What follows belongs to an exercise in optimizing a design on an open flow for small area, a short achievable clock period and few clock cycles; a production flow would make more cautious choices.
Only simulation tests tie the RTL to the original design; equivalence was not proved.
No activity file was given, so power comes from the tool's default toggle rates.

==> design.v <==
package mfu_pkg;
   localparam int DATA_W   = 32;
   localparam int RSV_ID_W = 4;
   localparam int INSTR_W  = 5;
   localparam logic [INSTR_W-1:0] I_LOAD   = 5'h08;
   localparam logic [INSTR_W-1:0] I_LOADB  = 5'h09;    
   localparam logic [INSTR_W-1:0] I_LOADR  = 5'h0a;
   localparam logic [INSTR_W-1:0] I_INPUT  = 5'h0b;    
   localparam logic [INSTR_W-1:0] I_STORE  = 5'h0c;
   localparam logic [INSTR_W-1:0] I_STOREB = 5'h0d;
   localparam logic [INSTR_W-1:0] I_STORER = 5'h0e;
   localparam logic [INSTR_W-1:0] I_OUTPUT = 5'h0f;
   localparam int SB_DEPTH   = 4;
   localparam int SB_PTR_W   = 2;
   localparam int OS_DEPTH   = 4;
   localparam int OS_PTR_W   = 2;
   localparam int AQ_DEPTH_W = 2;
   localparam int CDB_W    = RSV_ID_W + DATA_W;                    
   localparam int OPND_W   = RSV_ID_W + DATA_W + 1;                
   localparam int ISSUE_W  = RSV_ID_W + INSTR_W + 3 * OPND_W;      
   localparam int AENT_W   = RSV_ID_W + INSTR_W + DATA_W;          
   localparam int COMMIT_W = RSV_ID_W + 1;                         
   localparam int MREQ_W   = RSV_ID_W + INSTR_W + 2 * DATA_W;      
   function automatic logic is_store(input logic [INSTR_W-1:0] op);
      is_store = (op == I_STORE) || (op == I_STOREB) || (op == I_STORER) || (op == I_OUTPUT);
   endfunction
   function automatic logic is_load(input logic [INSTR_W-1:0] op);
      is_load = (op == I_LOAD) || (op == I_LOADB) || (op == I_LOADR) || (op == I_INPUT);
   endfunction
   function automatic logic is_minus(input logic [INSTR_W-1:0] op);
      is_minus = (op == I_LOADB) || (op == I_STOREB);
   endfunction
   function automatic logic [OPND_W-1:0] capture(input logic [OPND_W-1:0] op,
                                                 input logic [CDB_W-1:0] cdb,
                                                 input logic cdb_valid);
      capture = op;
      if (cdb_valid && !op[0] && op[OPND_W-1 -: RSV_ID_W] == cdb[CDB_W-1 -: RSV_ID_W]) begin
         capture = {op[OPND_W-1 -: RSV_ID_W], cdb[DATA_W-1:0], 1'b1};
      end
   endfunction
endpackage
module memory_functional_unit #(
   parameter int NS = 2,     
   parameter int NQ = 1      
) (
   input  logic         clk,
   input  logic         nrst,
   input  logic [119:0] i_issue,
   input  logic         i_issue_valid,
   output logic         o_issue_ready,
   input  logic [35:0]  i_cdb,
   input  logic         i_cdb_valid,
   input  logic [4:0]   i_commit,
   input  logic         i_commit_valid,
   output logic [35:0]  o_cdb,
   output logic         o_cdb_valid,
   input  logic         i_cdb_ready,
   output logic [72:0]  o_mem,
   output logic         o_mem_valid,
   input  logic         i_mem_ready
);
   localparam int SW = (NS > 4) ? 3 : (NS > 2) ? 2 : 1;                 
   localparam int PW = (NS > 4) ? 4 : (NS > 2) ? 3 : (NS > 1) ? 2 : 1;  
   localparam int QW = (NQ > 4) ? 3 : (NQ > 2) ? 2 : 1;
   logic [3:0]  is_rob;
   logic        is_st;
   logic [1:0]  is_lo;
   logic [36:0] is_base, is_off, is_data;
   assign is_rob  = i_issue[119:116];
   assign is_st   = i_issue[113];
   assign is_lo   = i_issue[112:111];
   assign is_base = i_issue[110:74];
   assign is_off  = i_issue[73:37];
   assign is_data = i_issue[36:0];
   logic [3:0]  cdb_tag;
   logic [31:0] cdb_val;
   assign cdb_tag = i_cdb[35:32];
   assign cdb_val = i_cdb[31:0];
   logic [3:0]  sb_rob   [NS];
   logic [1:0]  sb_lo    [NS];
   logic [31:0] sb_addr  [NS];
   logic [31:0] sb_data  [NS];
   logic [3:0]  sb_dtag  [NS];
   logic        sb_dfill [NS];
   logic        sb_pend  [NS];    
   logic        sb_aok   [NS];    
   logic        sb_live  [NS];    
   logic        sb_canc  [NS];    
   logic [PW-1:0] sb_head, sb_tail, sb_cptr;    
   logic [SW-1:0] hd, tl, cp;
   assign hd = (NS > 1) ? sb_head[SW-1:0] : '0;
   assign tl = (NS > 1) ? sb_tail[SW-1:0] : '0;
   assign cp = (NS > 1) ? sb_cptr[SW-1:0] : '0;
   logic [3:0]    q_rob  [NQ];
   logic          q_st   [NQ];
   logic [1:0]    q_lo   [NQ];
   logic [36:0]   q_base [NQ];
   logic [36:0]   q_off  [NQ];
   logic [SW-1:0] q_sbi  [NQ];
   logic [QW-1:0] q_head, q_tail;
   logic [QW:0]   q_cnt;
   logic [QW-1:0] qh;
   assign qh = (NQ > 1) ? q_head : '0;
   logic          a_valid;
   logic [3:0]    a_rob;
   logic          a_st;
   logic [1:0]    a_lo;
   logic [31:0]   a_addr;
   logic [SW-1:0] a_sbi;
   logic          a_off;      
   logic          fr_valid;       
   logic [3:0]    fr_rob;
   logic [SW-1:0] fr_idx;
   logic          st_held;        
   logic [NS-1:0] a_hit;
   logic          a_any;
   logic [SW-1:0] a_hidx;
   logic          a_ld;
   assign a_ld = a_valid && !a_st;
   always_comb begin
      a_any  = 1'b0;
      a_hidx = '0;
      for (int e = 0; e < NS; e++) begin
         a_hit[e] = sb_live[e] && sb_addr[e] == a_addr
                    && !(i_issue_valid && is_st && !sb_pend[e] && tl == e[SW-1:0]);
         if (a_hit[e]) begin
            a_any  = 1'b1;
            a_hidx = e[SW-1:0];
         end
      end
   end
   logic st_ok, st_cand, st_drop, sel_st, ld_offer, mem_take_st, mem_take_ld;
   logic cdb_take, fr_free, a_fwd, a_go;
   assign st_ok   = sb_pend[hd] && (sb_cptr != sb_head) && sb_aok[hd];
   assign st_cand = st_ok && !sb_canc[hd] && sb_dfill[hd];
   assign st_drop = st_ok && sb_canc[hd];
   assign sel_st  = st_cand && (st_held || !a_ld);
   assign ld_offer = a_ld && (!a_any || a_off) && !sel_st;
   assign mem_take_st = sel_st && i_mem_ready;
   assign mem_take_ld = ld_offer && i_mem_ready;
   assign o_mem_valid = sel_st || ld_offer;
   assign o_mem = sel_st ? {sb_rob[hd], 3'b011, sb_lo[hd], sb_addr[hd], sb_data[hd]}
                         : {a_rob, 3'b010, a_lo, a_addr, sb_data[hd]};
   assign o_cdb_valid = fr_valid && sb_dfill[fr_idx];
   assign o_cdb       = {fr_rob, sb_data[fr_idx]};
   assign cdb_take    = o_cdb_valid && i_cdb_ready;
   assign fr_free     = !fr_valid || cdb_take;
   assign a_fwd = a_ld && a_any && !a_off && fr_free;
   assign a_go  = a_valid && (a_st || mem_take_ld || a_fwd);
   logic          qh_ready, q_pop, q_empty, q_full, bypass;
   logic [31:0]   qh_addr;
   assign q_empty  = (q_cnt == 0);
   assign q_full   = (q_cnt == NQ);
   assign qh_ready = !q_empty && q_base[qh][0] && q_off[qh][0];
   assign qh_addr  = (q_lo[qh] == 2'b01) ? q_base[qh][32:1] - q_off[qh][32:1]
                                         : q_base[qh][32:1] + q_off[qh][32:1];
   assign q_pop    = qh_ready && (!a_valid || a_go);
   logic sb_can_alloc, accept, alloc;
   assign sb_can_alloc  = !sb_pend[tl] && !(fr_valid && fr_idx == tl);
   assign o_issue_ready = (!q_full || q_pop) && sb_can_alloc;
   assign accept = i_issue_valid && o_issue_ready;
   assign alloc  = accept && is_st;
   assign bypass = accept && q_empty && is_base[0] && is_off[0] && (!a_valid || a_go);
   logic [31:0] is_addr;
   assign is_addr = (is_lo == 2'b01) ? is_base[32:1] - is_off[32:1] : is_base[32:1] + is_off[32:1];
   logic commit_st;
   assign commit_st = i_commit_valid && (sb_cptr != sb_tail) && sb_rob[cp] == i_commit[4:1];
   always_ff @(posedge clk) begin
      if (nrst) begin
         for (int e = 0; e < NS; e++) begin
            sb_pend[e] <= 1'b0;
            sb_live[e] <= 1'b0;
         end
         sb_head  <= '0;
         sb_tail  <= '0;
         sb_cptr  <= '0;
         q_head   <= '0;
         q_tail   <= '0;
         q_cnt    <= '0;
         a_valid  <= 1'b0;
         fr_valid <= 1'b0;
         st_held  <= 1'b0;
      end else begin
         for (int e = 0; e < NS; e++) begin
            if (i_cdb_valid && !sb_dfill[e] && sb_dtag[e] == cdb_tag) begin
               sb_data[e]  <= cdb_val;
               sb_dfill[e] <= 1'b1;
            end
         end
         for (int j = 0; j < NQ; j++) begin
            if (i_cdb_valid && !q_base[j][0] && q_base[j][36:33] == cdb_tag) begin
               q_base[j][32:0] <= {cdb_val, 1'b1};
            end
            if (i_cdb_valid && !q_off[j][0] && q_off[j][36:33] == cdb_tag) begin
               q_off[j][32:0] <= {cdb_val, 1'b1};
            end
         end
         if (alloc) begin
            sb_rob[tl]   <= is_rob;
            sb_lo[tl]    <= is_lo;
            sb_dtag[tl]  <= is_data[36:33];
            sb_data[tl]  <= is_data[32:1];
            sb_dfill[tl] <= is_data[0];
            if (i_cdb_valid && !is_data[0] && is_data[36:33] == cdb_tag) begin
               sb_data[tl]  <= cdb_val;
               sb_dfill[tl] <= 1'b1;
            end
            sb_pend[tl] <= 1'b1;
            sb_aok[tl]  <= 1'b0;
            sb_canc[tl] <= 1'b0;
            sb_live[tl] <= 1'b0;
            sb_tail     <= PW'(sb_tail + 1'b1);
         end
         if (accept && !bypass) begin
            q_rob[q_tail]  <= is_rob;
            q_st[q_tail]   <= is_st;
            q_lo[q_tail]   <= is_lo;
            q_sbi[q_tail]  <= tl;
            q_base[q_tail] <= is_base;
            q_off[q_tail]  <= is_off;
            if (i_cdb_valid && !is_base[0] && is_base[36:33] == cdb_tag) begin
               q_base[q_tail][32:0] <= {cdb_val, 1'b1};
            end
            if (i_cdb_valid && !is_off[0] && is_off[36:33] == cdb_tag) begin
               q_off[q_tail][32:0] <= {cdb_val, 1'b1};
            end
            q_tail <= (NQ > 1) ? QW'(q_tail + 1'b1) : '0;
         end
         if (q_pop) begin
            q_head <= (NQ > 1) ? QW'(q_head + 1'b1) : '0;
         end
         q_cnt <= q_cnt + (accept && !bypass) - q_pop;
         if (q_pop) begin
            a_rob  <= q_rob[qh];
            a_st   <= q_st[qh];
            a_lo   <= q_lo[qh];
            a_addr <= qh_addr;
            a_sbi  <= q_sbi[qh];
         end else if (bypass) begin
            a_rob  <= is_rob;
            a_st   <= is_st;
            a_lo   <= is_lo;
            a_addr <= is_addr;
            a_sbi  <= tl;
         end
         if (q_pop || bypass) begin
            a_valid <= 1'b1;
            a_off   <= 1'b0;
         end else begin
            if (a_go) begin
               a_valid <= 1'b0;
            end
            if (ld_offer && !i_mem_ready) begin
               a_off <= 1'b1;
            end
         end
         if (a_valid && a_st) begin
            for (int e = 0; e < NS; e++) begin
               if (a_hit[e]) begin
                  sb_live[e] <= 1'b0;
               end
            end
            sb_addr[a_sbi] <= a_addr;
            sb_aok[a_sbi]  <= 1'b1;
            sb_live[a_sbi] <= 1'b1;
         end
         if (a_fwd) begin
            fr_rob   <= a_rob;
            fr_idx   <= a_hidx;
            fr_valid <= 1'b1;
         end else if (cdb_take) begin
            fr_valid <= 1'b0;
         end
         if (commit_st) begin
            sb_canc[cp] <= i_commit[0];
            sb_cptr     <= PW'(sb_cptr + 1'b1);
         end
         if (mem_take_st || st_drop) begin
            sb_pend[hd] <= 1'b0;
            sb_head     <= PW'(sb_head + 1'b1);
         end
         if (st_drop) begin
            sb_live[hd] <= 1'b0;
         end
         st_held <= sel_st && !i_mem_ready;
      end
   end
endmodule
==> run.sh <==
#!/bin/bash
# synth_recipe.tcl (not shown) runs the flow's synth.tcl, then flattens the netlist and writes it again
# the make line also repeats each setting of config.mk as NAME=value (left out here)
make -C /OpenROAD-flow-scripts/flow DESIGN_CONFIG=/design/flow/config.mk WORK_HOME=/design/flow/orfs CLKGATE_MAP_FILE= SYNTH_SCRIPT=/design/flow/synth_recipe.tcl finish
==> config.mk <==
export PLATFORM = sky130hd
export DESIGN_NAME = memory_functional_unit
export DESIGN_NICKNAME = memory_functional_unit
export VERILOG_FILES = /design/flow/design.v
export SDC_FILE = /design/flow/constraint.sdc
export NUM_CORES = 4
export LEC_CHECK = 0
export CAP_MARGIN = 20
export CORE_MARGIN = 2
export CORE_UTILIZATION = 40
export SETUP_SLACK_MARGIN = 0.2
export SLEW_MARGIN = 20
==> constraint.sdc <==
create_clock -name core_clock -period 7.0 [get_ports {clk}]
set_input_delay 1.4000 -clock core_clock [delete_from_list [all_inputs] [get_ports {clk}]]
set_output_delay 1.4000 -clock core_clock [all_outputs]
set_load 0.01 [all_outputs]
==> key figures, run 1 <==
Status
  • Status: timing/DRC/antenna clean

Power and ir drop
  • VDD IR max: 197 µV
  • Leak: 8.37 nW
  • PwrDens: approximately 260 nW/µm²
  • Total Power: 6.19 mW

Worst hold path
  • WHS Endpoint: fr_rob[0]$_DFFE_PP_
  • Worst Hold Path Cells: 0
  • Hold_sp: a_rob[0]$_DFFE_PP_
  • Hold/Removal Path Class: register to register

STA
  • # setup viols final: 0
  • Final worst slack: roughly 1.0 ns
  • Hold WS: 0.457 ns
  • Clock Skews: 0.0251 ns
  • FMAX: 0.168 GHz
  • Slew @ Worst Pin: around 0.9 ns
  • TNS Setup: 0 ns
  • Unrepaired setup endpoints after global routing: no
  • Fin. Hold Viols: 0
  • Slew headroom: 40.2%
  • Final period util: 85.3%
  • Min cycle time layout: 5.97 ns
  • Final Max Tran Viols: 0

Final layout
  • Fin nets: 2,137
  • # fillers: 4,151
  • Design Area, Final: 23,400 µm²
  • Synthesis-to-finish area growth: 24.9%
  • Share of cells above drive strength 1: 12.7%
  • N_diodes: 0
  • Multi-input logic area: 9550 µm²
  • Sequential cell area: 8790 µm²

Detailed routing
  • Drt first pass iters: 5
  • Vias post-DR: approximately 14,000
  • Final ANT Viol Nets: 0
  • Final wirelength: 52.5 mm
  • DRC errors left: 0
  • WL/cell: 20.7 µm
  • Vias per inst: 5.40
  • Initial DRC count: 734

Critical path
  • Reg-to-Reg End: a_addr[29]$_DFFE_PP_
  • CP required: 5.60 ns
  • R2R Path Start: q_off[0][10]$_DFFE_PP_
  • Critical Path Max Stage Delay: about 0.60 ns
  • Path depth of the worst reg2reg path: 17
  • Crit path buf inv count: 2
  • CP top delay family: simple AND/OR/NAND/NOR gates
  • CP Cell Sequence: clkdlybuf4s50_1, nor2b_1, a31oi_1, nand4_1, or4_4, a21o_1, a211oi_4, nor2_2, nor2b_1, clkdlybuf4s50_1
  • CP endpoint kind: output port
  • Worst Setup Start Kind: input pin
  • Worst path slowest cell: or4_4
  • Worst reg2reg setup slack: 2.19 ns
  • Critical path data arrival time: 4.57 ns
  • Critical Path Fanout Max: 6
  • Critical Path Source: i_issue[113]
  • WS Path Type: input pin to output port

Clock network
  • CTS Sinks: 301
  • Hold_buf cts: 0
  • Worst-skew pair later-pin latency: around 0.56 ns
  • TritonCTS buffer count: 37
  • Post-cts gate resize count: 0
  • Root Buffer: clkbuf_16
  • Buffer count from post-CTS setup fixing: 0
  • CTS tree: yes
  • Clk pin slew, worst setup/hold paths: approximately 0.060 ns
  • Htree depth: 2
  • Clock Tree Buf Depth: 3

Global routing
  • Gr ovfl total: 0
  • Vias in the first global route: 13,726
  • Largest net degree at the start of global routing: between 70 and 80
  • Initial antenna violation count: 1
  • Gr usage total: 21.5%
  • Global-route wire length before repair: 79.8 mm

Logic synthesis
  • Commonest cells post-synth: 276 x edfxtp_1, 123 x xnor2_1, 113 x mux2_2
  • Avg Cell Area, Syn: 11.5 µm²
  • Synth warnings: 1
  • Yosys top cell by area: edfxtp_1
  • Post-synth EDFFs: 276
  • Synth Cell Area: around 19,000 µm²
  • Top cell type's share of synthesized area: around 44%
  • Syn_nets: 1,864
  • Async set or reset register ratio after synthesis: 0%
  • Most frequent cell after synthesis: edfxtp_1
  • Sequential area share after synthesis: 46.9%
  • Post-synthesis cell count: 1,628
  • Ys flop type: edfxtp_1
  • Yosys cell types: 75
  • #FFs+latches synth: between 300 and 400
  • Synth area leaders: edfxtp_1 44%, mux2_2 6.8%, xnor2_1 5.8%

Placement
  • IO Port Bufs: 275
  • GP Congestion: 0.907
  • DP Worst Slack: between 0.7 and 0.8 ns
  • Dpl cell area: approximately 22,000 µm²
  • DP HPWL: a little under 40 mm

Floorplanning
  • Io pins: 280
  • Full die area: 48,600 µm²
  • Die Width: 220 µm
  • Initial core utilization: about two fifths
  • Die Y: 220 µm
  • Core box area: around 46,000 µm²
  • Row cnt: 79

Run
  • Max-cap check violation count: 0
-- power breakdown --
group	switching (mW)	internal, mW
registers	0.150	2.24
clock network	0.782	1.21
logic	0.985	0.821
total	1.92	4.27
-- cells by family after synthesis --
logic type / share of synthesized area [%]
adders and majority gates: 4.62
buffers and inverters: 2.29
muxes: 15.6
AOI/OAI and AO/OA: 10.8
xor gates and xnor gates: 9.96
other: 0.0401
DFF: 46.9
and+or+nand+nor: 9.80
-- area by class of cell --
cell class                 count  share of cell area (%)
clock buffer                  47                    4.16
clock inverter                19                    1.19
inverter                      39                   0.631
multi-input combinational   1229                    40.8
sequential                   301                    37.6
tap                          607                    3.25
timing repair buffer         293                    12.3
-- layer usage --
layer | up-vias | GRT usage, % | share of wire, %
met5 | - | 0 | 0.025
met4 | 2 | 5.12 | 1.6
met3 | 54 | 5.46 | 7.1
met2 | 379 | 33.2 | 44
met1 | 6630 | 30.4 | 47
li1 | 6625 | - | -
-- per-stage QoR --
stage | utilization [%] | std cells
floorplan | - | 1628
global placement | 47.7 | 2469
detailed placement | 47.8 | 2469
CTS | 50.5 | 2535
global route | 50.5 | 2535
finish | 50.5 | 2535
-- registers in the layout (all words and copies together) (netlist names), 4 cells and up, named ones only --
register / flops
sb_rob: 8
q_base: 37
sb_lo: 4
sb_dtag: 8
q_rob: 4
sb_data: 64
fr_rob: 4
a_addr: 32
a_rob: 4
q_off: 37
sb_addr: 64
-- worst reg2reg max path: cells and delay by family, from the launching register on --
family	cells	cell delay [ns]
xor gates and xnor gates	1	0.14
AOI/OAI and AO/OA	7	1.62
DFF	1	0.42
and+or+nand+nor	8	1.93
adders and majority gates	1	0.40
-- layout by cell type (no fill, tap or decap), types with 6 or more instances in the layout --
cell type | Yosys | final
edfxtp_1 | 276 | 276
clkdlybuf4s50_1 | 0 | 275
xnor2_1 | 123 | 123
mux2_2 | 113 | 113
nand2_1 | 110 | 110
o21ai_0 | 103 | 103
a21oi_1 | 91 | 91
xor2_1 | 90 | 90
nor2_1 | 79 | 78
ha_1 | 66 | 66
mux2_1 | 63 | 63
mux2i_1 | 49 | 49
inv_1 | 38 | 38
clkbuf_16 | 0 | 37
nor3_1 | 34 | 32
mux2_4 | 30 | 30
a21o_1 | 26 | 26
dfxtp_1 | 25 | 23
nor4_1 | 20 | 20
nand4_1 | 19 | 19
buf_4 | 6 | 18
nor2b_1 | 17 | 17
nand2b_1 | 17 | 17
nand3_1 | 16 | 16
a211oi_1 | 12 | 12
a31oi_1 | 11 | 11
or2_2 | 11 | 11
o21a_1 | 11 | 11
o31ai_1 | 10 | 10
clkbuf_1 | 32 | 9
and3_1 | 8 | 8
or3_1 | 8 | 8
o21bai_1 | 8 | 8
o211ai_1 | 7 | 7
o41ai_1 | 6 | 6
bufinv_16 | 0 | 6
-- how the worst max path moves through the flow --
stage                                end  slack (ns)  cells past startpoint
floorplan            a_addr[0]$_DFFE_PP_        1.51                     10
global placement    a_addr[31]$_DFFE_PP_        0.85                     20
detailed placement  a_addr[31]$_DFFE_PP_        0.72                     20
CTS                        o_issue_ready        1.04                     10
global route        a_addr[31]$_DFFE_PP_        0.86                     20
finish                     o_issue_ready        1.03                     10
Testbench counts, summed over its fixed seeds: cycles 9,894.
==> run 2: changes to the inputs <==
--- a/design.v
+++ b/design.v
@@ -43,3 +43,5 @@
    parameter int NS = 2,     
-   parameter int NQ = 1      
+   parameter int NQ = 1,     
+   parameter int EXCL = 0,
+   parameter int GOSAFE = 0
 ) (
@@ -124,3 +126,3 @@
          a_hit[e] = sb_live[e] && sb_addr[e] == a_addr
-                    && !(i_issue_valid && is_st && !sb_pend[e] && tl == e[SW-1:0]);
+                    && !(EXCL == 0 && !sb_pend[e] && tl == e[SW-1:0]);
          if (a_hit[e]) begin
@@ -158,4 +160,8 @@
    logic sb_can_alloc, accept, alloc;
-   assign sb_can_alloc  = !sb_pend[tl] && !(fr_valid && fr_idx == tl);
-   assign o_issue_ready = (!q_full || q_pop) && sb_can_alloc;
+   logic a_go_safe, q_pop_safe;
+   assign sb_can_alloc  = !sb_pend[tl] && !(fr_valid && fr_idx == tl)
+                          && !(EXCL == 1 && a_ld && !a_off && sb_live[tl]);
+   assign a_go_safe     = a_st || (GOSAFE == 1 && a_off && !sel_st && i_mem_ready);
+   assign q_pop_safe    = qh_ready && (!a_valid || a_go_safe);
+   assign o_issue_ready = (!q_full || q_pop_safe) && (sb_can_alloc || !is_st);
    assign accept = i_issue_valid && o_issue_ready;
==> run 2 against run 1 <==
  * Via count is 3.3% higher
  * Maximum frequency is 1.5% higher
  * Sequential power hardly changed
  * Clock power is 2% lower
  * Clock-buffer cell count is 1 lower
  * Power is 0.13% higher
  * Combinational power is 3% higher
  * Design area is 0.68% higher
  * Hold slack worse by 0.0046 ns
  * First-iteration DRC count is 54% higher
  * Global-route usage is 0.57 points higher
  * Largest cell class unchanged
==> key figures, run 2 <==
Logic synthesis
  • Sequential area share after synthesis: 46.7% (was 46.9%)
  • Avg Cell Area, Syn: 11.2 µm² (was 11.5 µm²)
  • Post-synth EDFFs: 276 (unchanged)
  • Most frequent cell after synthesis: edfxtp_1 (unchanged)
  • Synth area leaders: edfxtp_1 44%, mux2_2 12%, xnor2_1 6.6% (was edfxtp_1 44%, mux2_2 6.8%, xnor2_1 5.8%)
  • Syn_nets: 1,910 (was 1,864)
  • Async set or reset register ratio after synthesis: 0% (unchanged)
  • Synth Cell Area: 18,800 µm² (was 18,700 µm²)
  • Top cell type's share of synthesized area: 44.1% (was 44.2%)
  • Post-synthesis cell count: 1,674 (was 1,628)
  • #FFs+latches synth: 301 (unchanged)
  • Yosys cell types: 73 (was 75)
  • Yosys top cell by area: edfxtp_1 (unchanged)
  • Synth warnings: 1 (unchanged)
  • Ys flop type: edfxtp_1 (unchanged)
  • Commonest cells post-synth: 276 x edfxtp_1, 204 x mux2_2, 141 x xnor2_1 (was 276 x edfxtp_1, 123 x xnor2_1, 113 x mux2_2)

Final layout
  • Fin nets: 2,181 (was 2,137)
  • Commonest non-fill, non-tap cell in the layout: edfxtp_1 (unchanged)
  • Largest registers: sb_addr: 64 flops, sb_data: 64 flops (unchanged)
  • Share of cells above drive strength 1: 15.8% (was 12.7%)
  • Multi-input logic area: 9650 µm² (was 9550 µm²)
  • Most frequent cells in the layout: 276 x edfxtp_1, 275 x clkdlybuf4s50_1, 204 x mux2_2 (was 276 x edfxtp_1, 275 x clkdlybuf4s50_1, 123 x xnor2_1)
  • Synthesis-to-finish area growth: 25.2% (was 24.9%)
  • N_diodes: 0 (unchanged)
  • # fillers: 4,218 (was 4,151)
  • Sequential cell area: 8790 µm² (unchanged)

STA
  • FMAX: 0.170 GHz (was 0.168 GHz)
  • Hold WS: 0.453 ns (was 0.457 ns)
  • Final Max Tran Viols: 0 (unchanged)
  • Slew @ Worst Pin: 1.11 ns (was 0.885 ns)
  • Unrepaired setup endpoints after global routing: no (unchanged)
  • # setup viols final: 0 (unchanged)
  • TNS Setup: 0 ns (unchanged)
  • Fin. Hold Viols: 0 (unchanged)
  • Clock Skews: 0.0291 ns (was 0.0251 ns)
  • Min cycle time layout: 5.88 ns (was 5.97 ns)
  • Final period util: 84.0% (was 85.3%)
  • Slew headroom: 25.7% (was 40.2%)

Global routing
  • Gr ovfl total: 0 (unchanged)
  • Initial antenna violation count: 2 (was 1)
  • Largest net degree at the start of global routing: 63 (was 74)
  • Global-route wire length before repair: 83.7 mm (was 79.8 mm)
  • Gr usage total: 22.1% (was 21.5%)
  • Vias in the first global route: 14,190 (was 13,726)

Clock network
  • Root Buffer: clkbuf_16 (unchanged)
  • CTS tree: yes (unchanged)
  • Hold_buf cts: 0 (unchanged)
  • Worst-skew pair later-pin latency: 0.56 ns (about the same)
  • CTS Sinks: 301 (unchanged)
  • Htree depth: 2 (unchanged)
  • Post-cts gate resize count: 0 (unchanged)
  • Clock Tree Buf Depth: 3 (unchanged)
  • Buffer count from post-CTS setup fixing: 0 (unchanged)
  • TritonCTS buffer count: 35 (was 37)
  • Clk pin slew, worst setup/hold paths: 0.06 ns (about the same)

Floorplanning
  • Die Width: 221 µm (was 220 µm)
  • Die Y: 221 µm (was 220 µm)
  • Row cnt: 79 (unchanged)
  • Core box area: 46,500 µm² (was 46,400 µm²)
  • Full die area: 48,800 µm² (was 48,600 µm²)
  • Io pins: 280 (unchanged)
  • Initial core utilization: 40.5% (was 40.4%)

Critical path
  • Worst reg2reg setup slack: 2.13 ns (was 2.19 ns)
  • CP top delay family: simple AND/OR/NAND/NOR gates (unchanged)
  • CP Cell Sequence: clkdlybuf4s50_1, or4_4, or4_4, nor4_1, a21oi_1, xnor2_1, ha_1, a21oi_1, o21ai_0, a221o_1, or3_1, a311o_1, a31o_1, a21oi_1, xor2_1, o21ai_0 (was clkdlybuf4s50_1, nor2b_1, a31oi_1, nand4_1, or4_4, a21o_1, a211oi_4, nor2_2, nor2b_1, clkdlybuf4s50_1)
  • Most frequent CP cell: a21oi_1
  • WS Path Type: input pin to register (was input pin to output port)
  • Worst path slowest cell: or4_4 (unchanged)
  • Critical Path Max Stage Delay: 0.57 ns (was 0.60 ns)
  • Worst Setup Start Kind: input pin (unchanged)
  • Crit path buf inv count: 1 (was 2)
  • Critical Path Fanout Max: 5 (was 6)
  • CP required: 7.26 ns (was 5.60 ns)
  • CP endpoint kind: register (was output port)
  • Critical path data arrival time: 6.14 ns (was 4.57 ns)

Placement
  • IO Port Bufs: 275 (unchanged)
  • GP Congestion: 0.878 (was 0.907)
  • DP HPWL: 41.4 mm (was 39.5 mm)

Power and ir drop
  • VDD IR max: 158 µV (was 197 µV)
  • PwrDens: 263 nW/µm² (was 265 nW/µm²)
  • Leak: 8.30 nW (was 8.37 nW)

Detailed routing
  • Vias per inst: 5.48 (was 5.40)
  • WL/cell: 21.6 µm (was 20.7 µm)
  • Initial DRC count: 1,132 (was 734)
  • DRC errors left: 0 (unchanged)
  • Final ANT Viol Nets: 0 (unchanged)
  • Final wirelength: 55.7 mm (was 52.5 mm)
  • Drt first pass iters: 7 (was 5)
  • Vias post-DR: 14,139 (was 13,690)

Status
  • Status: timing/DRC/antenna clean (unchanged)

Worst hold path
  • Hold/Removal Path Class: register to register (unchanged)

Run
  • Max-cap check violation count: 0 (unchanged)
run 2: final timing paths:
kind,start,to,cells past startpoint
setup / recovery,i_issue[50],a_addr[30]$_DFFE_PP_,16
hold / removal,a_rob[3]$_DFFE_PP_,fr_rob[3]$_DFFE_PP_,0
setup reg to reg,q_off[0][3]$_DFFE_PP_,a_addr[28]$_DFFE_PP_,17
hold reg to reg,a_rob[3]$_DFFE_PP_,fr_rob[3]$_DFFE_PP_,0
run 2: logic make-up after synthesis:
family          synth area share, %
simple gates                   10.4
other cells                  0.0399
fa+ha+maj                      4.60
compound gates                 11.1
xor+xnor                       9.92
mux                            14.9
buf+inv                        2.35
flops                          46.7
run 2: final cells by class:
cell class | count | area share, %
timing repair buffer | 298 | 12.6
clock inverter | 17 | 0.962
clock buffer | 46 | 4.24
inverter | 45 | 0.717
sequential | 301 | 37.3
tap | 607 | 3.22
multi-input combinational | 1264 | 41.0
run 2: power breakdown:
group | switching (mW) | leakage, nW | internal (mW)
Combinational | 1.03 | 4.98 | 0.828
Clock | 0.784 | 0.600 | 1.17
Sequential | 0.152 | 2.72 | 2.23
Total | 1.97 | 8.30 | 4.23
run 2: metal layers:
| metal | up-vias | GRT usage, % | wire length, µm |
|---|---|---|---|
| li1 | 6810 | - | - |
| met1 | 6850 | 30.2 | 25600 |
| met2 | 413 | 35.7 | 25700 |
| met3 | 62 | 4.82 | 3200 |
| met4 | 4 | 5.61 | 1190 |
| met5 | - | 0 | 26 |
run 2: stage by stage:
stage | total power, mW | worst slack, ns | util [%] | area [µm²] | instances
after floorplan | 3.58 | 1.15 | - | 18800 | 1674
after global placement | 4.24 | 0.559 | 48.0 | 22300 | 2513
after detailed placement | 4.27 | 0.557 | 48.0 | 22300 | 2513
after CTS | 6.24 | 1.13 | 50.6 | 23500 | 2576
after global routing | 6.51 | 0.774 | 50.7 | 23600 | 2578
final | 6.20 | 1.12 | 50.7 | 23600 | 2578
run 2: worst reg2reg max path, stage by stage, from the launching register on:
cell and delay [ns]:
edfxtp_1 0.45, nor3_1 0.38, nand3_1 0.22, nor3_1 0.36, nand2_1 0.23, nor3_1 0.56, nor2_1 0.11, xnor2_1 0.16
ha_1 0.39, a21o_1 0.20, a21o_1 0.17, a21oi_1 0.17, nand3_1 0.08, o21ai_0 0.46, o21bai_1 0.12, a21oi_1 0.18
xor2_1 0.22, a21oi_1 0.10
Testbench counts of run 2, summed over its fixed seeds: cycles 9,350.
==> run 3: changes to the inputs <==
--- a/config.mk
+++ b/config.mk
@@ -9,4 +9,4 @@
 export CORE_MARGIN = 2
-export CORE_UTILIZATION = 40
-export SETUP_SLACK_MARGIN = 0.2
+export CORE_UTILIZATION = 55
+export SETUP_SLACK_MARGIN = 3.0
 export SLEW_MARGIN = 20
==> run 3 against run 2 <==
  * Maximum frequency increased by 14%
  * Die area is 27% lower
  * Power grew 1.5%
  * Highest routed layer unchanged
  * Sequential power barely moved
  * Critical path type unchanged
  * First-iteration DRC count is 8.0% lower
  * Still clean on timing, DRC and antenna
==> key figures, run 3 <==
STA
  • Final Max Tran Viols: 0 (unchanged)
  • Final period util: 73.6% (was 84.0%)
  • Fin. Hold Viols: 0 (unchanged)
  • Slew @ Worst Pin: 0.786 ns (was 1.11 ns)
  • Min cycle time layout: 5.15 ns (was 5.88 ns)
  • # setup viols final: 0 (unchanged)
  • Hold WS: 0.448 ns (was 0.453 ns)
  • TNS Setup: 0 ns (unchanged)
  • FMAX: 0.194 GHz (was 0.170 GHz)
  • Final worst slack: 1.85 ns (was 1.12 ns)
  • Clock Skews: 0.0275 ns (was 0.0291 ns)
  • Unrepaired setup endpoints after global routing: yes (was no)
  • Slew headroom: 46.2% (was 25.7%)

Detailed routing
  • Top Metal Used: met5 (unchanged)
  • DRC errors left: 0 (unchanged)
  • Vias per inst: 5.93 (was 5.48)
  • Drt first pass iters: 8 (was 7)
  • Final ANT Viol Nets: 0 (unchanged)
  • Initial DRC count: 1,042 (was 1,132)
  • WL/cell: 22.0 µm (was 21.6 µm)
  • Met3 wire length: 4.17 mm (was 3.20 mm)
  • M1 WL: 23.4 mm (was 25.6 mm)
  • Final wirelength: 54.7 mm (was 55.7 mm)
  • Met2 wire length: 25.8 mm (was 25.7 mm)
  • Vias post-DR: 14,752 (was 14,139)

Final layout
  • Share of cells above drive strength 1: 24.8% (was 15.8%)
  • Most frequent cells in the layout: 276 x edfxtp_1, 225 x clkdlybuf4s50_1, 203 x mux2_2 (was 276 x edfxtp_1, 275 x clkdlybuf4s50_1, 204 x mux2_2)
  • Synthesis-to-finish area growth: 31.5% (was 25.2%)
  • Multi-input logic area: 10,500 µm² (was 9650 µm²)
  • Sequential cell area: 8790 µm² (about the same)
  • Commonest non-fill, non-tap cell in the layout: edfxtp_1 (unchanged)
  • Fin nets: 2,248 (was 2,181)
  • # fillers: 2,381 (was 4,218)
  • Util after Layout: 73.6% (was 50.7%)
  • Largest registers: sb_addr: 64 flops, sb_data: 64 flops (unchanged)

Critical path
  • CP required: 7.27 ns (was 7.26 ns)
  • CP top delay family: simple AND/OR/NAND/NOR gates (unchanged)
  • Reg-to-Reg End: a_addr[29]$_DFFE_PP_ (was a_addr[28]$_DFFE_PP_)
  • Most frequent CP cell: or4_4 (was a21oi_1)
  • Critical Path Max Stage Delay: 0.52 ns (was 0.57 ns)
  • R2R Path Start: q_off[0][3]$_DFFE_PP_ (unchanged)
  • Critical path data arrival time: 5.42 ns (was 6.14 ns)
  • Path depth of the worst reg2reg path: 16 (was 17)
  • Critical Path Fanout Max: 5 (unchanged)
  • Worst reg2reg setup slack: 2.46 ns (was 2.13 ns)
  • CP Cell Sequence: buf_6, or4_4, or4_4, or4_4, nor2_4, nor2_2, xnor2_2, ha_4, a21o_1, a21o_1, a221o_1, or3_1, a311o_1, a31o_1, a21oi_2, xor2_1, o21ai_1 (was clkdlybuf4s50_1, or4_4, or4_4, nor4_1, a21oi_1, xnor2_1, ha_1, a21oi_1, o21ai_0, a221o_1, or3_1, a311o_1, a31o_1, a21oi_1, xor2_1, o21ai_0)
  • Crit path buf inv count: 1 (unchanged)
  • WS Path Type: input pin to register (unchanged)
  • CP endpoint kind: register (unchanged)
  • Worst Setup Start Kind: input pin (unchanged)
  • Worst path slowest cell: or4_4 (unchanged)

Global routing
  • Gr usage total: 30.0% (was 22.1%)
  • Vias in the first global route: 14,705 (was 14,190)
  • Largest net degree at the start of global routing: 62 (was 63)
  • Gr ovfl total: 0 (unchanged)
  • Initial antenna violation count: 3 (was 2)
  • Global-route wire length before repair: 83.0 mm (was 83.7 mm)

Logic synthesis
  • Ys flop type: edfxtp_1 (unchanged)
  • XOR/XNOR share of the synthesized area: 9.92% (unchanged)
  • Synth area leaders: edfxtp_1 44%, mux2_2 12%, xnor2_1 6.6% (unchanged)
  • Post-synthesis mux area share: 14.9% (unchanged)
  • Syn_nets: 1,910 (unchanged)
  • Yosys top cell by area: edfxtp_1 (unchanged)
  • Synth warnings: 1 (unchanged)
  • Simple-gate area share of the yosys netlist: 10.4% (unchanged)
  • Sequential area share after synthesis: 46.7% (unchanged)
  • Async set or reset register ratio after synthesis: 0% (unchanged)
  • Main combinational cell family by area after synthesis: multiplexers (unchanged)
  • Post-synth EDFFs: 276 (unchanged)
  • Adder-Cell Fraction of Synth Area: 4.60% (unchanged)
  • #FFs+latches synth: 301 (unchanged)
  • Top cell type's share of synthesized area: 44.1% (unchanged)
  • Complex-gate fraction of the synthesized area: 11.1% (unchanged)
  • Post-synthesis cell count: 1,674 (unchanged)
  • Avg Cell Area, Syn: 11.2 µm² (unchanged)
  • Synth Cell Area: 18,800 µm² (unchanged)
  • Most frequent cell after synthesis: edfxtp_1 (unchanged)
  • Commonest cells post-synth: 276 x edfxtp_1, 204 x mux2_2, 141 x xnor2_1 (unchanged)
  • Yosys cell types: 73 (unchanged)

Worst hold path
  • WHS Endpoint: fr_rob[0]$_DFFE_PP_ (was fr_rob[3]$_DFFE_PP_)
  • Worst Hold Path Cells: 0 (unchanged)
  • Hold_sp: a_rob[0]$_DFFE_PP_ (was a_rob[3]$_DFFE_PP_)
  • Hold/Removal Path Class: register to register (unchanged)

Power and ir drop
  • Int Power: 4.27 mW (was 4.23 mW)
  • Comb pwr share: 32.7% (was 30.0%)
  • Reg power frac: 38.0% (was 38.5%)
  • NetSw: 2.02 mW (was 1.97 mW)
  • Total Power: 6.29 mW (was 6.20 mW)
  • Leak: 9.08 nW (was 8.30 nW)
  • VDD IR max: 183 µV (was 158 µV)
  • PwrDens: 254 nW/µm² (was 263 nW/µm²)
  • Clk network pwr share: 29.3% (was 31.5%)
  • Sw frac: 32.2% (was 31.8%)

Placement
  • DP HPWL: 38.7 mm (was 41.4 mm)
  • DP Worst Slack: 0.660 ns (was 0.557 ns)
  • GP Congestion: 0.915 (was 0.878)
  • IO Port Bufs: 275 (unchanged)

Clock network
  • Worst-skew pair later-pin latency: 0.53 ns (was 0.56 ns)
  • Root Buffer: clkbuf_16 (unchanged)
  • Hold_buf cts: 0 (unchanged)
  • CTS Sinks: 301 (unchanged)
  • Clock Tree Buf Depth: 3 (unchanged)
  • CTS tree: yes (unchanged)
  • Htree depth: 2 (unchanged)
  • Clk pin slew, worst setup/hold paths: 0.06 ns (about the same)
  • TritonCTS buffer count: 36 (was 35)

Floorplanning
  • Die Y: 189 µm (was 221 µm)
  • Die Width: 189 µm (was 221 µm)
  • Initial core utilization: 56.0% (was 40.5%)
  • Io pins: 280 (unchanged)
  • Full die area: 35,700 µm² (was 48,800 µm²)
  • Row cnt: 67 (was 79)
  • Core box area: 33,600 µm² (was 46,500 µm²)

Run
  • Max-cap check violation count: 0 (unchanged)

Status
  • Status: timing/DRC/antenna clean (unchanged)
-- run 3: cell counts after synthesis --
Identical to the previous run, type by type.
-- run 3: cells by family after synthesis --
kind of cell | count (synthesis)
other | 2
buffers and inverters | 109
XOR/XNOR | 213
multiplexers | 255
AO/OA/AOI/OAI | 334
AND/OR/NAND/NOR | 392
flip-flops | 301
adder cells (fa/ha/maj) | 68
-- run 3: power by group through the flow --
stage	Clock, mW	Sequential [mW]	Combinational [mW]
2_1_floorplan	0	2.37	1.24
3_3_place_gp	0	2.41	1.81
3_5_place_dp	0	2.42	1.83
4_1_cts	1.86	2.39	1.96
5_1_grt	1.94	2.41	2.23
6_report	1.85	2.39	2.06
-- run 3: routing by layer --
metal  vias to the layer above  global-route usage [%]
li1                       6931                       -
met1                      7158                    39.6
met2                       580                    50.3
met3                        79                    5.95
met4                         4                    8.23
met5                         -                       0
-- run 3: layout make-up --
class,count,share of cell area [%]
multi-input combinational,1264,42.4
sequential,301,35.5
timing repair buffer,364,14.4
clock buffer,52,4.14
tap,448,2.26
inverter,45,0.703
clock inverter,14,0.536
antenna,1,0.0101
-- run 3: worst max-delay path by stage --
stage                startpoint                    to  slack, ns  cells after the start
floorplan           i_issue[52]  a_addr[30]$_DFFE_PP_       1.59                     16
CTS                 i_issue[50]  a_addr[30]$_DFFE_PP_       1.69                     17
global route        i_issue[50]  a_addr[30]$_DFFE_PP_       1.76                     18
finish              i_issue[50]  a_addr[30]$_DFFE_PP_       1.85                     17
global placement    i_issue[50]  a_addr[30]$_DFFE_PP_       0.73                     16
detailed placement  i_issue[50]  a_addr[30]$_DFFE_PP_       0.66                     16
-- run 3: repair_timing --
item	CTS	global route
gates resized for setup	208	91
pin swaps	49	42
setup endpoints to repair	235	102
setup buffers	46	22
endpoints found under the hold margin	0	0
cloned	2	1
-- run 3: per-stage QoR --
stage          area, µm²  instances
2_1_floorplan      19000       1674
3_5_place_dp       22200       2350
4_1_cts            24200       2464
3_3_place_gp       22200       2350
6_report           24800       2489
5_1_grt            24700       2488
==> run 4: changes to the inputs <==
--- a/design.v
+++ b/design.v
@@ -152,3 +152,2 @@
    logic          qh_ready, q_pop, q_empty, q_full, bypass;
-   logic [31:0]   qh_addr;
    assign q_empty  = (q_cnt == 0);
@@ -156,4 +155,2 @@
    assign qh_ready = !q_empty && q_base[qh][0] && q_off[qh][0];
-   assign qh_addr  = (q_lo[qh] == 2'b01) ? q_base[qh][32:1] - q_off[qh][32:1]
-                                         : q_base[qh][32:1] + q_off[qh][32:1];
    assign q_pop    = qh_ready && (!a_valid || a_go);
@@ -169,4 +166,41 @@
    assign bypass = accept && q_empty && is_base[0] && is_off[0] && (!a_valid || a_go);
-   logic [31:0] is_addr;
-   assign is_addr = (is_lo == 2'b01) ? is_base[32:1] - is_off[32:1] : is_base[32:1] + is_off[32:1];
+   logic [31:0] ad_base, ad_off, ad_sum;
+   logic        ad_minus;
+   always_comb begin
+      if (!q_empty) begin
+         ad_base  = q_base[qh][32:1];
+         ad_off   = q_off[qh][32:1];
+         ad_minus = (q_lo[qh] == 2'b01);
+      end else begin
+         ad_base  = is_base[32:1];
+         ad_off   = is_off[32:1];
+         ad_minus = (is_lo == 2'b01);
+      end
+   end
+   logic [31:0] ad_b, ad_p, ad_g;
+   logic [31:0] pg_g [6];
+   logic [31:0] pg_p [6];
+   always_comb begin
+      ad_b = ad_off ^ {32{ad_minus}};
+      ad_p = ad_base ^ ad_b;
+      ad_g = ad_base & ad_b;
+      pg_g[0]    = ad_g;
+      pg_g[0][0] = ad_g[0] | (ad_p[0] & ad_minus);
+      pg_p[0]    = ad_p;
+      for (int l = 0; l < 5; l++) begin
+         for (int i = 0; i < 32; i++) begin
+            if (((i >> l) & 1) != 0) begin
+               pg_g[l+1][i] = pg_g[l][i] | (pg_p[l][i] & pg_g[l][((i >> l) << l) - 1]);
+               pg_p[l+1][i] = pg_p[l][i] & pg_p[l][((i >> l) << l) - 1];
+            end else begin
+               pg_g[l+1][i] = pg_g[l][i];
+               pg_p[l+1][i] = pg_p[l][i];
+            end
+         end
+      end
+      ad_sum[0] = ad_p[0] ^ ad_minus;
+      for (int i = 1; i < 32; i++) begin
+         ad_sum[i] = ad_p[i] ^ pg_g[5][i-1];
+      end
+   end
    logic commit_st;
@@ -242,3 +276,3 @@
             a_lo   <= q_lo[qh];
-            a_addr <= qh_addr;
+            a_addr <= ad_sum;
             a_sbi  <= q_sbi[qh];
@@ -248,3 +282,3 @@
             a_lo   <= is_lo;
-            a_addr <= is_addr;
+            a_addr <= ad_sum;
             a_sbi  <= tl;
--- a/config.mk
+++ b/config.mk
@@ -9,4 +9,4 @@
 export CORE_MARGIN = 2
-export CORE_UTILIZATION = 55
-export SETUP_SLACK_MARGIN = 3.0
+export CORE_UTILIZATION = 65
+export SETUP_SLACK_MARGIN = 2.8
 export SLEW_MARGIN = 20
==> run 4 against run 3 <==
  * Non-clock buffer count decreased by 33
  * Die area decreased by 24%
  * Design area decreased by 12%
  * Critical endpoint is now a_addr[29]$_DFFE_PP_
  * Clock-buffer cell count decreased by 6
  * Hold slack improved by 0.013 ns
  * Clock power decreased by 8%
==> key figures, run 4 <==
STA
  • Slew @ Worst Pin: 1.10 ns (was 0.786 ns)
  • Final Max Tran Viols: 0 (unchanged)
  • Slew headroom: 26.6% (was 46.2%)
  • Hold WS: 0.461 ns (was 0.448 ns)
  • TNS Setup: 0 ns (unchanged)
  • Clock Skews: 0.0196 ns (was 0.0275 ns)
  • Unrepaired setup endpoints after global routing: yes (unchanged)
  • Min cycle time layout: 4.28 ns (was 5.15 ns)
  • Final period util: 61.2% (was 73.6%)
  • Fin. Hold Viols: 0 (unchanged)
  • FMAX: 0.234 GHz (was 0.194 GHz)
  • # setup viols final: 0 (unchanged)

Critical path
  • Critical Path Max Stage Delay: 0.40 ns (was 0.52 ns)
  • Critical path data arrival time: 4.53 ns (was 5.42 ns)
  • WS Path Type: input pin to register (unchanged)
  • Path depth of the worst reg2reg path: 9 (was 16)
  • CP endpoint kind: register (unchanged)
  • CP required: 7.25 ns (was 7.27 ns)
  • CP Cell Sequence: buf_6, nand3b_1, o21ai_4, buf_12, mux2_4, o21ai_2, fa_2, nor2b_2, o31a_1, o2111a_2, o2111ai_4, o31ai_4, a221o_1, or2_4, xor2_1 (was buf_6, or4_4, or4_4, or4_4, nor2_4, nor2_2, xnor2_2, ha_4, a21o_1, a21o_1, a221o_1, or3_1, a311o_1, a31o_1, a21oi_2, xor2_1, o21ai_1)
  • Worst path slowest cell: a221o_1 (was or4_4)
  • Worst reg2reg setup slack: 2.80 ns (was 2.46 ns)
  • Critical Path Fanout Max: 5 (unchanged)
  • Worst Setup Start Kind: input pin (unchanged)

Floorplanning
  • Io pins: 280 (unchanged)
  • Full die area: 27,200 µm² (was 35,700 µm²)
  • Initial core utilization: 66.5% (was 56.0%)
  • Row cnt: 58 (was 67)
  • Core box area: 25,300 µm² (was 33,600 µm²)
  • Die Width: 165 µm (was 189 µm)
  • Die Y: 165 µm (was 189 µm)

Logic synthesis
  • Async set or reset register ratio after synthesis: 0% (unchanged)
  • Yosys cell types: 76 (was 73)
  • Synth Cell Area: 16,800 µm² (was 18,800 µm²)
  • Avg Cell Area, Syn: 13.5 µm² (was 11.2 µm²)
  • Top cell type's share of synthesized area: 49.3% (was 44.1%)
  • Post-synth EDFFs: 276 (unchanged)
  • Syn_nets: 1,451 (was 1,910)
  • Most frequent cell after synthesis: edfxtp_1 (unchanged)
  • Post-synthesis cell count: 1,247 (was 1,674)
  • Yosys top cell by area: edfxtp_1 (unchanged)
  • Commonest cells post-synth: 276 x edfxtp_1, 168 x mux2_2, 127 x xnor2_1 (was 276 x edfxtp_1, 204 x mux2_2, 141 x xnor2_1)
  • Synth area leaders: edfxtp_1 49%, mux2_2 11%, xnor2_1 6.6% (was edfxtp_1 44%, mux2_2 12%, xnor2_1 6.6%)
  • Synth warnings: 3 (was 1)
  • #FFs+latches synth: 301 (unchanged)
  • Ys flop type: edfxtp_1 (unchanged)
  • Sequential area share after synthesis: 52.3% (was 46.7%)

Clock network
  • Htree depth: 2 (unchanged)
  • Root Buffer: clkbuf_16 (unchanged)
  • Clock Tree Buf Depth: 3 (unchanged)
  • CTS Sinks: 301 (unchanged)
  • CTS tree: yes (unchanged)
  • TritonCTS buffer count: 34 (was 36)
  • Worst-skew pair later-pin latency: 0.51 ns (was 0.53 ns)
  • Hold_buf cts: 0 (unchanged)
  • Clk pin slew, worst setup/hold paths: 0.06 ns (about the same)

Global routing
  • Vias in the first global route: 11,812 (was 14,705)
  • Gr usage total: 31.9% (was 30.0%)
  • Global-route wire length before repair: 64.9 mm (was 83.0 mm)
  • Initial antenna violation count: 2 (was 3)
  • Largest net degree at the start of global routing: 51 (was 62)
  • Gr ovfl total: 0 (unchanged)

Power and ir drop
  • Leak: 7.90 nW (was 9.08 nW)
  • Total Power: 7.20 mW (was 6.29 mW)
  • PwrDens: 331 nW/µm² (was 254 nW/µm²)
  • VDD IR max: 203 µV (was 183 µV)

Final layout
  • Fin nets: 1,765 (was 2,248)
  • # fillers: 1,259 (was 2,381)
  • Multi-input logic area: 7990 µm² (was 10,500 µm²)
  • Cell Count, Final, Fillers Out: 1,916 (was 2,489)
  • Share of cells above drive strength 1: 26.0% (was 24.8%)
  • Sequential cell area: 8790 µm² (unchanged)
  • Most frequent cells in the layout: 276 x edfxtp_1, 269 x clkdlybuf4s50_1, 167 x mux2_2 (was 276 x edfxtp_1, 225 x clkdlybuf4s50_1, 203 x mux2_2)
  • Synthesis-to-finish area growth: 29.5% (was 31.5%)
  • Util after Layout: 86.2% (was 73.6%)
  • Commonest non-fill, non-tap cell in the layout: edfxtp_1 (unchanged)
  • Largest registers: sb_addr: 64 flops, sb_data: 64 flops (unchanged)

Detailed routing
  • WL/cell: 23.1 µm (was 22.0 µm)
  • Final wirelength: 44.3 mm (was 54.7 mm)
  • Drt first pass iters: 6 (was 8)
  • Vias per inst: 6.08 (was 5.93)
  • DRC errors left: 0 (unchanged)
  • Vias post-DR: 11,658 (was 14,752)
  • Final ANT Viol Nets: 0 (unchanged)
  • Initial DRC count: 975 (was 1,042)

Placement
  • Inst Count DP: 1,810 (was 2,350)
  • IO Port Bufs: 275 (unchanged)
  • GP Congestion: 0.901 (was 0.915)
  • DP HPWL: 29.6 mm (was 38.7 mm)

Worst hold path
  • Worst Hold Path Cells: 1 (was 0)
  • Hold/Removal Path Class: register to register (unchanged)

Status
  • Status: timing/DRC/antenna clean (unchanged)

Run
  • Max-cap check violation count: 0 (unchanged)
[run 4: cell type report]
cell class                      count  area share (%)
Sequential cell                   301            40.4
Inverter                           36           0.621
Antenna cell                        3          0.0345
Multi-Input combinational cell    857            36.7
Clock inverter                     12           0.374
Tap cell                          330            1.90
Timing Repair Buffer              331            15.5
Clock buffer                       46            4.46
[run 4: per-stage QoR]
stage	setup WS, ns	cell area [µm²]
2_1_floorplan	2.70	16900
3_3_place_gp	1.63	19900
3_5_place_dp	1.53	19900
4_1_cts	2.74	21400
5_1_grt	2.65	21800
6_report	2.72	21800
[run 4: per-layer routing]
metal	global-route usage [%]	vias up	share of wire, %
met1	41.1	5702	40
met3	8.81	93	9.0
met4	11.2	0	3.2
li1	-	5314	-
met5	0	-	0
met2	52.1	549	48
[run 4: critical path, delay by kind of cell]
| family | cells | cell delay (ns) |
|---|---|---|
| AND/OR/NAND/NOR | 3 | 0.49 |
| multiplexers | 1 | 0.27 |
| XOR/XNOR | 1 | 0.16 |
| AO/OA/AOI/OAI | 7 | 1.70 |
| adder cells (fa/ha/maj) | 1 | 0.25 |
| buffers and inverters | 2 | 0.25 |
[run 4: cell families after synthesis]
| kind of cell | synth area share [%] |
|---|---|
| multiplexers | 21.3 |
| flip-flops | 52.3 |
| adder cells (fa/ha/maj) | 2.90 |
| XOR/XNOR | 8.47 |
| AO/OA/AOI/OAI | 5.59 |
| other | 0.0447 |
| buffers and inverters | 2.70 |
| AND/OR/NAND/NOR | 6.66 |
[run 4: what timing repair did]
action / in CTS / in global routing
endpoints found under the setup margin: 107 / 51
setup buffers: 25 / 14
pin swaps: 17 / 15
gates cloned: 3 / 0
resized for setup: 66 / 30
[run 4: report_power, final]
part           leakage [nW]  internal [mW]  switching (mW)
clock                 0.514           1.00           0.695
combinational          4.66           1.45            1.46
sequential             2.72           2.37           0.216
total                  7.90           4.83            2.37
[run 4: final timing paths]
path                                           start                     end
worst min register to register     sb_aok[1]$_DFF_P_       sb_aok[1]$_DFF_P_
worst max-delay path                    i_issue[112]    a_addr[29]$_DFFE_PP_
worst min-delay path               sb_aok[1]$_DFF_P_       sb_aok[1]$_DFF_P_
worst max register to register  a_addr[10]$_DFFE_PP_  q_off[0][35]$_DFFE_PP_
Testbench counts of run 4, summed over its fixed seeds: cycles 9,350.
==> run 5: changes to the inputs <==
--- a/config.mk
+++ b/config.mk
@@ -9,4 +9,4 @@
 export CORE_MARGIN = 2
-export CORE_UTILIZATION = 65
-export SETUP_SLACK_MARGIN = 2.8
+export CORE_UTILIZATION = 55
+export SETUP_SLACK_MARGIN = 3.0
 export SLEW_MARGIN = 20
==> run 5 against run 4 <==
  * Sequential share of layout area down 1.2 points
  * Area after synthesis unchanged
  * Critical path type is now register to output port
  * Highest routed layer unchanged
  * Still clean
  * Clock skew down 0.00087 ns
  * Clock-buffer cell count up 2
==> key figures, run 5 <==
Status
  • Status: timing/DRC/antenna clean (unchanged)

Power and ir drop
  • Sw frac: 33.1% (was 33.0%)
  • Reg power frac: 34.2% (was 35.9%)
  • Leak: 8.35 nW (was 7.90 nW)
  • PwrDens: 336 nW/µm² (was 331 nW/µm²)
  • Int Power: 5.05 mW (was 4.83 mW)
  • Comb pwr share: 41.9% (was 40.5%)
  • Clk network pwr share: 23.9% (was 23.6%)
  • VDD IR max: 233 µV (was 203 µV)
  • NetSw: 2.50 mW (was 2.37 mW)

STA
  • Final Max Tran Viols: 0 (unchanged)
  • Clock Skews: 0.0187 ns (was 0.0196 ns)
  • TNS Setup: 0 ns (unchanged)
  • Slew @ Worst Pin: 0.778 ns (was 1.10 ns)
  • Min cycle time layout: 4.22 ns (was 4.28 ns)
  • FMAX: 0.237 GHz (was 0.234 GHz)
  • Fin. Hold Viols: 0 (unchanged)
  • Slew headroom: 48.0% (was 26.6%)
  • # setup viols final: 0 (unchanged)
  • Unrepaired setup endpoints after global routing: yes (unchanged)
  • Final period util: 60.3% (was 61.2%)
  • Final worst slack: 2.78 ns (was 2.72 ns)

Global routing
  • Met1 Usage GRT: 37.8% (was 41.1%)
  • Top Usage Layer GRT: met2 (unchanged)
  • Global-route wire length before repair: 66.3 mm (was 64.9 mm)
  • Vias in the first global route: 11,592 (was 11,812)
  • Gr usage total: 27.5% (was 31.9%)
  • Largest net degree at the start of global routing: 55 (was 51)
  • Global Route met3 Usage: 7.04% (was 8.81%)
  • Initial antenna violation count: 1 (was 2)
  • Gr ovfl total: 0 (unchanged)
  • M2 GR Usage: 43.9% (was 52.1%)

Logic synthesis
  • Ys flop type: edfxtp_1 (unchanged)
  • Commonest cells post-synth: 276 x edfxtp_1, 168 x mux2_2, 127 x xnor2_1 (unchanged)
  • Synth Cell Area: 16,800 µm² (unchanged)
  • Yosys top cell by area: edfxtp_1 (unchanged)
  • Post-synthesis cell count: 1,247 (unchanged)
  • #FFs+latches synth: 301 (unchanged)
  • Avg Cell Area, Syn: 13.5 µm² (unchanged)
  • Synth warnings: 3 (unchanged)
  • Sequential area share after synthesis: 52.3% (unchanged)
  • Synth area leaders: edfxtp_1 49%, mux2_2 11%, xnor2_1 6.6% (unchanged)
  • Top cell type's share of synthesized area: 49.3% (unchanged)
  • Async set or reset register ratio after synthesis: 0% (unchanged)
  • Post-synth EDFFs: 276 (unchanged)
  • Most frequent cell after synthesis: edfxtp_1 (unchanged)
  • Yosys cell types: 76 (unchanged)
  • Syn_nets: 1,451 (unchanged)

Floorplanning
  • Row cnt: 63 (was 58)
  • Full die area: 32,000 µm² (was 27,200 µm²)
  • Initial core utilization: 56.2% (was 66.5%)
  • Die Y: 179 µm (was 165 µm)
  • Core box area: 29,900 µm² (was 25,300 µm²)
  • Io pins: 280 (unchanged)
  • Die Width: 179 µm (was 165 µm)

Critical path
  • CP top delay family: simple AND/OR/NAND/NOR gates (was compound AO/OA/AOI/OAI gates)
  • CP required: 5.60 ns (was 7.25 ns)
  • Critical path data arrival time: 2.82 ns (was 4.53 ns)
  • Worst Setup Start Kind: register (was input pin)
  • Worst path slowest cell: edfxtp_1 (was a221o_1)
  • Crit path buf inv count: 1 (was 2)
  • Critical Path Max Stage Delay: 0.51 ns (was 0.40 ns)
  • CP endpoint kind: output port (was register)
  • CP Cell Sequence: xnor2_2, nand4_1, or4b_1, or4_4, a21oi_2, o21ai_1, buf_2 (was buf_6, nand3b_1, o21ai_4, buf_12, mux2_4, o21ai_2, fa_2, nor2b_2, o31a_1, o2111a_2, o2111ai_4, o31ai_4, a221o_1, or2_4, xor2_1)
  • Critical Path Fanout Max: 2 (was 5)
  • WS Path Type: register to output port (was input pin to register)

Clock network
  • Htree depth: 2 (unchanged)
  • CTS tree: yes (unchanged)
  • Hold_buf cts: 0 (unchanged)
  • Worst-skew pair later-pin latency: 0.52 ns (was 0.51 ns)
  • Clk pin slew, worst setup/hold paths: 0.06 ns (about the same)
  • Root Buffer: clkbuf_16 (unchanged)
  • TritonCTS buffer count: 34 (unchanged)
  • Clock Tree Buf Depth: 3 (unchanged)
  • CTS Sinks: 301 (unchanged)

Final layout
  • Most frequent cells in the layout: 276 x edfxtp_1, 239 x clkdlybuf4s50_1, 167 x mux2_2 (was 276 x edfxtp_1, 269 x clkdlybuf4s50_1, 167 x mux2_2)
  • Share of cells above drive strength 1: 29.3% (was 26.0%)
  • Synthesis-to-finish area growth: 33.6% (was 29.5%)
  • Commonest non-fill, non-tap cell in the layout: edfxtp_1 (unchanged)
  • Fin nets: 1,811 (was 1,765)
  • # fillers: 1,965 (was 1,259)
  • Largest registers: sb_addr: 64 flops, sb_data: 64 flops (unchanged)

Detailed routing
  • Vias post-DR: 11,656 (was 11,658)
  • Final wirelength: 44.9 mm (was 44.3 mm)
  • Initial DRC count: 845 (was 975)
  • Final ANT Viol Nets: 0 (unchanged)
  • Drt first pass iters: 5 (was 6)
  • Vias per inst: 5.76 (was 6.08)
  • DRC errors left: 0 (unchanged)
  • WL/cell: 22.2 µm (was 23.1 µm)

Run
  • Max-cap check violation count: 0 (unchanged)

Worst hold path
  • Hold/Removal Path Class: register to register (unchanged)

Placement
  • IO Port Bufs: 275 (unchanged)
  • GP Congestion: 0.907 (was 0.901)
  • DP Worst Slack: 1.45 ns (was 1.53 ns)
  • DP HPWL: 30.2 mm (was 29.6 mm)
run 5: cell types whose count changed in the layout (fill, tap and decap cells not counted), sizes merged, moves of 3 or more:
cell           change
clkbuf             +3
buf               +44
dlymetal6s2s      +18
nor2               +3
dlygate4sd2       +12
clkdlybuf4s50     -30
run 5: final cells by class:
class / count / area [µm²] / share of cell area, %
diodes: 1 / 2.50 / 0.0111
repair buffers: 376 / 3750 / 16.7
clock buffers: 48 / 987 / 4.40
inverters: 36 / 143 / 0.635
well taps: 390 / 488 / 2.17
multi-input cells: 858 / 8140 / 36.2
clock inverters: 14 / 143 / 0.635
flip-flops and latches: 301 / 8800 / 39.2
run 5: kinds of logic (layout without fill, tap and decap cells):
logic type | Yosys count | in the layout | share of synthesized area (%)
simple gates | 211 | 214 | 6.66
compound gates | 140 | 140 | 5.59
fa+ha+maj | 36 | 36 | 2.90
flops | 301 | 301 | 52.3
mux | 307 | 307 | 21.3
buf+inv | 91 | 474 | 2.70
other cells | 2 | 3 | 0.0447
xor+xnor | 159 | 159 | 8.47
run 5: worst paths after layout:
kind | from | to | slack [ns] | depth (start not counted)
max | a_addr[10]$_DFFE_PP_ | o_mem_valid | 2.78 | 7
min | a_rob[3]$_DFFE_PP_ | fr_rob[3]$_DFFE_PP_ | 0.45 | 0
max reg2reg | a_addr[10]$_DFFE_PP_ | fr_rob[2]$_DFFE_PP_ | 2.90 | 18
min reg2reg | a_rob[3]$_DFFE_PP_ | fr_rob[3]$_DFFE_PP_ | 0.45 | 0
run 5: power groups by stage:
stage | Combinational, mW | Clock, mW | Sequential (mW)
floorplan | 1.86 | 0 | 2.54
global placement | 2.55 | 0 | 2.60
detailed placement | 2.59 | 0 | 2.62
CTS | 2.85 | 1.82 | 2.58
global route | 3.39 | 1.90 | 2.60
finish | 3.16 | 1.81 | 2.58
run 5: metrics by stage:
step | power [mW] | area, µm² | hold slack [ns] | utilization, % | cells
2_1_floorplan | 4.40 | 17000 | 0.403 | - | 1247
3_3_place_gp | 5.15 | 20000 | 0.431 | 67.1 | 1870
3_5_place_dp | 5.22 | 20000 | 0.434 | 67.1 | 1870
4_1_cts | 7.26 | 21900 | 0.446 | 73.3 | 1986
5_1_grt | 7.89 | 22400 | 0.462 | 75.1 | 2024
6_report | 7.55 | 22400 | 0.447 | 75.1 | 2024
run 5: worst reg2reg max path, stage by stage, from the launching register on:
cell	delay (ns)
edfxtp_1	0.51
xnor2_2	0.30
nand4_1	0.16
buf_4	0.16
buf_4	0.12
buf_4	0.12
buf_4	0.12
buf_4	0.12
buf_4	0.12
buf_4	0.12
buf_4	0.12
buf_4	0.12
buf_4	0.12
or4_2	0.65
nor3_1	0.20
nand3b_1	0.15
a21oi_1	0.16
nand2_1	0.12
nor3_4	0.29
run 5: per-layer routing:
metal	part of all wire, %	vias up	routed length, µm
met5	0	-	0
met4	2.0	0	881
met3	7.8	62	3490
met2	47	425	20900
met1	44	5768	19600
li1	-	5401	-
run 5: repair_timing:
| item | in CTS | in global routing |
|---|---|---|
| resized for setup | 93 | 64 |
| setup buffers | 48 | 37 |
| pin swaps | 32 | 40 |
| endpoints found under the hold margin | 0 | 0 |
| cloned | 6 | 0 |
| setup endpoints to repair | 336 | 194 |
==> run 6: changes to the inputs <==
--- a/config.mk
+++ b/config.mk
@@ -10,2 +10,4 @@
 export CORE_UTILIZATION = 55
+export CTS_BUF_LIST = sky130_fd_sc_hd__clkbuf_4
+export CTS_CLUSTER_SIZE = 30
 export SETUP_SLACK_MARGIN = 3.0
==> run 6 against run 5 <==
  * Power is 5.3% lower
  * Largest cell class unchanged
  * Wire length increased by 2.0%
  * Sequential power about the same
  * Critical endpoint unchanged
  * Register-to-register slack got worse by 0.06 ns
  * Clock skew grew 0.056 ns
  * Die area unchanged
  * Critical path type unchanged
  * Setup slack lost 0.24 ns
  * Still clean
  * Clock-buffer cell count is 70 higher
==> key figures, run 6 <==
Floorplanning
  • Full die area: 32,000 µm² (unchanged)
  • Die Width: 179 µm (unchanged)

Clock network
  • Worst-skew pair later-pin latency: 0.76 ns (was 0.52 ns)
  • Htree depth: 3 (was 2)
  • Clock Tree Buf Depth: 3 (unchanged)
  • CTS Sinks: 301 (unchanged)
  • TritonCTS buffer count: 79 (was 34)

Critical path
  • CP top delay family: simple AND/OR/NAND/NOR gates (unchanged)
  • Crit path buf inv count: 1 (unchanged)
  • Worst reg2reg setup slack: 2.84 ns (was 2.90 ns)
  • CP required: 5.60 ns (about the same)
  • Worst Setup Start Kind: register (unchanged)

Logic synthesis
  • Avg Cell Area, Syn: 13.5 µm² (unchanged)
  • Top cell type's share of synthesized area: 49.3% (unchanged)
  • Yosys cell types: 76 (unchanged)
  • Post-synth EDFFs: 276 (unchanged)

Global routing
  • M2 GR Usage: 44.8% (was 43.9%)
  • Gr ovfl total: 0 (unchanged)
  • Gr usage total: 28.0% (was 27.5%)
  • Largest net degree at the start of global routing: 55 (unchanged)

Final layout
  • Synthesis-to-finish area growth: 32.2% (was 33.6%)
  • Largest registers: sb_addr: 64 flops, sb_data: 64 flops (unchanged)
  • Commonest non-fill, non-tap cell in the layout: edfxtp_1 (unchanged)
  • Most frequent cells in the layout: 276 x edfxtp_1, 237 x clkdlybuf4s50_1, 167 x mux2_2 (was 276 x edfxtp_1, 239 x clkdlybuf4s50_1, 167 x mux2_2)

Status
  • Status: timing/DRC/antenna clean (unchanged)

STA
  • TNS Setup: 0 ns (unchanged)
  • Final Max Tran Viols: 0 (unchanged)
  • FMAX: 0.224 GHz (was 0.237 GHz)

Worst hold path
  • Worst Hold Path Cells: 0 (unchanged)
  • Hold/Removal Path Class: register to register (unchanged)
  • Hold_sp: a_rob[0]$_DFFE_PP_ (was a_rob[3]$_DFFE_PP_)

Detailed routing
  • Vias post-DR: 11,953 (was 11,656)
  • Drt first pass iters: 8 (was 5)

Placement
  • DP Worst Slack: 1.45 ns (unchanged)
## run 6: cell counts after synthesis
No cell type changed its count.
## run 6: cell families (layout without fill, tap and decap cells)
kind of cell             count (synthesis)  in the layout  share of synthesized area, %
multiplexers                           307            307                          21.3
flip-flops                             301            301                          52.3
AND/OR/NAND/NOR                        211            214                          6.66
XOR/XNOR                               159            159                          8.47
AO/OA/AOI/OAI                          140            140                          5.59
buffers and inverters                   91            548                          2.70
adder cells (fa/ha/maj)                 36             36                          2.90
other                                    2              3                        0.0447
## run 6: worst max-delay path by stage
stage | start | to | slack, ns | depth (start not counted)
2_1_floorplan | i_cdb[33] | sb_data[1][0]$_DFFE_PP_ | 2.70 | 4
3_3_place_gp | i_issue[112] | a_addr[30]$_DFFE_PP_ | 1.58 | 15
3_5_place_dp | i_issue[112] | a_addr[30]$_DFFE_PP_ | 1.45 | 16
4_1_cts | a_addr[10]$_DFFE_PP_ | o_mem_valid | 2.44 | 7
5_1_grt | a_addr[27]$_DFFE_PP_ | o_mem_valid | 2.45 | 7
6_report | a_addr[10]$_DFFE_PP_ | o_mem_valid | 2.53 | 7
## run 6: per-layer routing
layer	share of wire, %	routed length, µm	vias up
met5	0	0	-
met4	2.2	1020	0
met3	8.4	3830	71
met2	47	21500	467
met1	42	19400	5881
li1	-	-	5534
## run 6: through the flow
stage | power [mW] | instance area (µm²) | instances
4_1_cts | 6.93 | 21700 | 2061
6_report | 7.14 | 22200 | 2098
3_3_place_gp | 5.15 | 20000 | 1870
2_1_floorplan | 4.40 | 17000 | 1247
5_1_grt | 7.51 | 22200 | 2098
3_5_place_dp | 5.22 | 20000 | 1870
## run 6: repair_timing
item / 4_1_cts / 5_1_grt
gates cloned: 6 / 2
gates resized for setup: 119 / 113
buffers inserted: 48 / 34
pin swaps: 25 / 33
setup endpoints to repair: 301 / 148
## run 6: power breakdown
part	switching, mW	internal, mW	total (mW)	leakage (nW)
registers	0.212	2.37	2.58	2.73
logic	1.53	1.48	3.02	4.96
clock network	0.732	0.811	1.54	0.596
## run 6: worst register-to-register path: cells and delay by family, from the launching register on
| kind | cells | cell delay [ns] |
|---|---|---|
| flops | 1 | 0.50 |
| simple gates | 6 | 1.27 |
| xor+xnor | 1 | 0.29 |
| buf+inv | 15 | 1.60 |
| compound gates | 1 | 0.20 |
## run 6: area by class of cell
class,count,area [µm²]
Fill cell,2035,7670
Antenna cell,1,2.50
Clock inverter,19,126
Inverter,36,135
Multi-Input combinational cell,858,8100
Clock buffer,118,886
Sequential cell,301,8800
Timing Repair Buffer,375,3670
Tap cell,390,488
